Source: an optimization exercise on an open RTL-to-GDS flow (aim: small area, a short achievable clock period and few clock cycles per item). Production flows keep margins and buffers that such runs may drop. Function was checked by simulation only, so behaviour that the tests miss may differ from the original. Power is estimated from default activity; no workload was simulated.

==> flow/design.v (excerpt) <==
module scalar_kalman_filter (
  input  logic                          clk_i,
  input  logic                          rst_ni,
  input  logic                          sample_valid_i,
  output logic                          sample_ready_o,
  input  logic [skf_pkg::SampleW-1:0]   sample_i,
  output logic                          estimate_valid_o,
  input  logic                          estimate_ready_i,
  output logic [skf_pkg::EstW-1:0]      estimate_o,
  input  logic                          cfg_valid_i,
  output logic                          cfg_ready_o,
  input  logic [skf_pkg::CfgIdxW-1:0]   cfg_index_i,
  input  logic [skf_pkg::CfgDataW-1:0]  cfg_data_i
);
  logic [31:0] q_q, r_q, p_q;
  logic [31:0] x_q;
  logic        out_valid_q;
  logic        bvalid_q;
  logic [15:0] b_q;
  localparam int S_IDLE = 0, S_DEN = 1, S_DIV = 2, S_ACC = 3, S_FIN = 4;
  logic [4:0]  pst_q;
  logic [3:0]  pcnt_q;
  logic [31:0] pp_q, den_q, rem_q;
  logic [24:0] qr_q;
  logic [34:0] a_q;        
  logic [20:0] us_q, uc_q;  
  logic        zero_q;
  logic        qvalid_q;    
  logic        conv_q;      
  logic        chk_q;       
  localparam logic [1:0] X_IDLE = 2'd0, X_MUL = 2'd1, X_FIN = 2'd2;
  logic [1:0]  xst_q;
  logic        xstep_q;     
  logic [32:0] d_q;
  logic [20:0] bsel_q;      
  logic        xfin_q;      
  logic [37:0] as_q, ac_q;  
  logic [11:0] ls_q, lc_q;  
  logic        cp_q;        
  logic [33:0] alu_a, alu_b, alu_s;
  logic [31:0] alu_sat;
  logic        alu_ci;
  logic [33:0] f_a, f_b, f_c, f_s, f_c2;
  assign f_a  = {2'b00, pp_q};
  assign f_b  = ~{2'b00, us_q, a_q[34:24]};
  assign f_c  = ~{2'b00, uc_q, 11'd0};
  assign f_s  = f_a ^ f_b ^ f_c;
  assign f_c2 = {((f_a[32:0] & f_b[32:0]) | (f_a[32:0] & f_c[32:0]) | (f_b[32:0] & f_c[32:0])), 1'b1};
  assign alu_a  = ({34{pst_q[S_IDLE]}} & {2'b00, p_q}) |
                  ({34{pst_q[S_DEN]}}  & {2'b00, pp_q}) |
                  ({34{pst_q[S_FIN]}}  & f_s);
  assign alu_b  = ({34{pst_q[S_IDLE]}} & {2'b00, q_q}) |
                  ({34{pst_q[S_DEN]}}  & {2'b00, r_q}) |
                  ({34{pst_q[S_FIN]}}  & f_c2);
  assign alu_ci = pst_q[S_FIN] & (a_q[23:0] == 24'd0);
  skf_bk34 u_palu (.a(alu_a), .b(alu_b), .ci(alu_ci), .s(alu_s), .co());
  assign alu_sat = alu_s[32] ? 32'hFFFF_FFFF : alu_s[31:0];
  logic int_bit, zero_n;
  ...
For scale: roughly 5,100 cells after synthesis, roughly 500 flip-flops, roughly 90 I/O pins, ~46,000 um2 of cells after synthesis.
make LEC_CHECK=0 ABC_AREA=1 CAP_MARGIN=20 CORE_MARGIN=2 CORE_UTILIZATION=40 SETUP_SLACK_MARGIN=0.7 SLEW_MARGIN=20 finish   # period 5.0 ns
run.sh (not shown) runs the stock make flow with config.mk's settings and CLKGATE_MAP_FILE= SYNTH_SCRIPT=/design/flow/synth_recipe.tcl, a recipe that flattens the netlist after the stock synthesis.
The first run passed the timing, DRC and antenna checks.
Testbench counts at the start, summed over its fixed seeds: cycles 38,079, items 4,800.
Edit:
--- a/flow/config.mk
+++ b/flow/config.mk
@@ -7,3 +7,3 @@
 export LEC_CHECK = 0
-export ABC_AREA = 1
+export ABC_AREA = 0
 export CAP_MARGIN = 20
@@ -11,3 +11,3 @@
 export CORE_UTILIZATION = 40
-export SETUP_SLACK_MARGIN = 0.7
+export SETUP_SLACK_MARGIN = 1.4
 export SLEW_MARGIN = 20
Outcome: The new run reached the layout checks and failed them: setup timing. Utilization went up by 4.5 points. Flip-flop and latch count is unchanged. Die area came out lower by 2.5%. Routed wire length barely changes. Worst setup slack gets worse by 1.0 ns. Clock power goes down by 4.9%. Global-route usage falls by 0.35 points. Via count is lower by 5.5%. Hold slack gets worse by 0.18 ns.
Edit:
--- a/flow/config.mk
+++ b/flow/config.mk
@@ -7,3 +7,3 @@
 export LEC_CHECK = 0
-export ABC_AREA = 0
+export ABC_AREA = 1
 export CAP_MARGIN = 20
@@ -11,3 +11,3 @@
 export CORE_UTILIZATION = 40
-export SETUP_SLACK_MARGIN = 1.4
+export SETUP_SLACK_MARGIN = 0.5
 export SLEW_MARGIN = 20
What happened:
- This time the run finished with timing, DRC and antenna clean
- clock skew shrinks by 0.037 ns
- final area shrinks by a few percent
- worst setup slack gets better by 0.94 ns
- via count grows by a few percent
- register-to-register slack gets better by 0.94 ns
- power grows by well over a third
- clock-buffer cell count grows by 6
- worst hold slack gets better by 0.18 ns
Edit:
--- a/flow/config.mk
+++ b/flow/config.mk
@@ -11,3 +11,3 @@
 export CORE_UTILIZATION = 40
-export SETUP_SLACK_MARGIN = 0.5
+export SETUP_SLACK_MARGIN = 1.2
 export SLEW_MARGIN = 20
Result: The changed run finished with timing, DRC and antenna clean. Utilization went up by 1.9 points. Routed wire length went up slightly. Synthesized area stays the same. Total power went up by a little under a tenth. Global-route usage went down by 0.14 points. Via count went up slightly. Combinational power went up by roughly a tenth.
Edit:
--- a/flow/config.mk
+++ b/flow/config.mk
@@ -11,3 +11,3 @@
 export CORE_UTILIZATION = 40
-export SETUP_SLACK_MARGIN = 1.2
+export SETUP_SLACK_MARGIN = 1.3
 export SLEW_MARGIN = 20
Via count rose by 1.1%.
Total power fell by 0.63%.
Clock skew fell by 0.024 ns.
Worst setup slack improved by 0.061 ns.
Maximum frequency rose by 1.6%.
Non-clock buffer count rose by 9.
Global-route usage rose by 0.51 points.
Synthesized area is unchanged.
Wire length rose by 2.5%.
Edit:
--- a/flow/config.mk
+++ b/flow/config.mk
@@ -11,3 +11,3 @@
 export CORE_UTILIZATION = 40
-export SETUP_SLACK_MARGIN = 1.3
+export SETUP_SLACK_MARGIN = 1.1
 export SLEW_MARGIN = 20
Result: The changed run produced a clean layout. Register-to-register slack loses 0.02 ns. Count of clock-buffer cells in the layout drops by 1. Worst setup slack loses 0.021 ns. Utilization drops by 1.2 points. Design area drops by 2.5%. Routed wire length drops by 3.5%. Total power drops by 3.7%. Global-route usage drops by 0.83 points.

---

Starting RTL as in the previous note.
// scalar_kalman_filter
module scalar_kalman_filter (
  input  logic                          clk_i,
  input  logic                          rst_ni,
  input  logic                          sample_valid_i,
  output logic                          sample_ready_o,
  input  logic [skf_pkg::SampleW-1:0]   sample_i,
  output logic                          estimate_valid_o,
  input  logic                          estimate_ready_i,
  output logic [skf_pkg::EstW-1:0]      estimate_o,
  input  logic                          cfg_valid_i,
  output logic                          cfg_ready_o,
  input  logic [skf_pkg::CfgIdxW-1:0]   cfg_index_i,
  input  logic [skf_pkg::CfgDataW-1:0]  cfg_data_i
);
  logic [31:0] q_q, r_q, p_q;
  logic [31:0] x_q;
  logic        out_valid_q;
  logic        bvalid_q;
  logic [15:0] b_q;
  localparam int S_IDLE = 0, S_DEN = 1, S_DIV = 2, S_ACC = 3, S_FIN = 4;
  logic [4:0]  pst_q;
  logic [3:0]  pcnt_q;
  logic [31:0] pp_q, den_q, rem_q;
  ...
clock: 5.0 ns
lec_check: 0
abc_area: 1
cap_margin: 20
core_margin: 2
core_utilization: 50
setup_slack_margin: 1.1
slew_margin: 20
Testbench counts at the start, summed over its fixed seeds: cycles 38,079, items 4,800.
Change:
--- a/flow/config.mk
+++ b/flow/config.mk
@@ -11,2 +11,2 @@
-export CORE_UTILIZATION = 50
-export SETUP_SLACK_MARGIN = 1.1
+export CORE_UTILIZATION = 40
+export SETUP_SLACK_MARGIN = 0.3
=> The new run finished clean; power goes down by about 4.3%; global-route usage shrinks by 6.0 points; cell area shrinks by about 1.8%; utilization falls by 12 points; critical path depth is lower by 9; combinational power falls by about 8%; worst setup slack is worse by 0.50 ns.
Change:
--- a/flow/config.mk
+++ b/flow/config.mk
@@ -12 +12 @@
-export SETUP_SLACK_MARGIN = 0.3
+export SETUP_SLACK_MARGIN = 0.9
The changed run went through all stages and came out clean.
Critical path depth drops by 10.
Non-clock buffer count is higher by 59.
Setup slack gets better by 0.37 ns.
Clock skew barely changes.
Synthesized area is unchanged.
Sequential share of layout area drops by 0.35 points.
Routed wire length is higher by 1.2%.
Via count is higher by about 1%.

what the ideal ports hide:
How much do the figures lean on ideal ports? The routed layouts below were timed once more, with nothing changed but the port constraints. Step 1 (the two cells are an assumption about what drives the block):
set clk [get_ports {clk_i}]
set_driving_cell -lib_cell sky130_fd_sc_hd__clkbuf_16 $clk
set_driving_cell -lib_cell sky130_fd_sc_hd__buf_2 [delete_from_list [all_inputs] $clk]
Step 2 also shifts input and output timing later by t, the mid clock arrival at the registers, as if the neighbouring blocks saw the same clock. a / b / c = ideal ports / drivers / drivers and shift; a / b = the first two.
run	t, ns	setup WS [ns]	worst data-port slew with drivers (ns)
the first run of note 1	0.702	0.826 / 0.826 / 0.826	0.06
the second run of note 1	0.760	-0.200 / -0.200 / -0.200	0.06
the third run of note 1	0.698	0.742 / 0.742 / 0.742	0.06
the fourth run of note 1	0.699	1.095 / 1.095 / 1.095	0.07
the fifth run of note 1	0.710	1.156 / 1.156 / 1.156	0.05
the sixth run of note 1	0.699	1.135 / 1.135 / 1.135	0.07
the first run of note 2	0.746	1.110 / 1.110 / 1.110	0.06
the second run of note 2	0.704	0.608 / 0.608 / 0.608	0.06
the third run of note 2	0.704	0.974 / 0.974 / 0.974	0.05
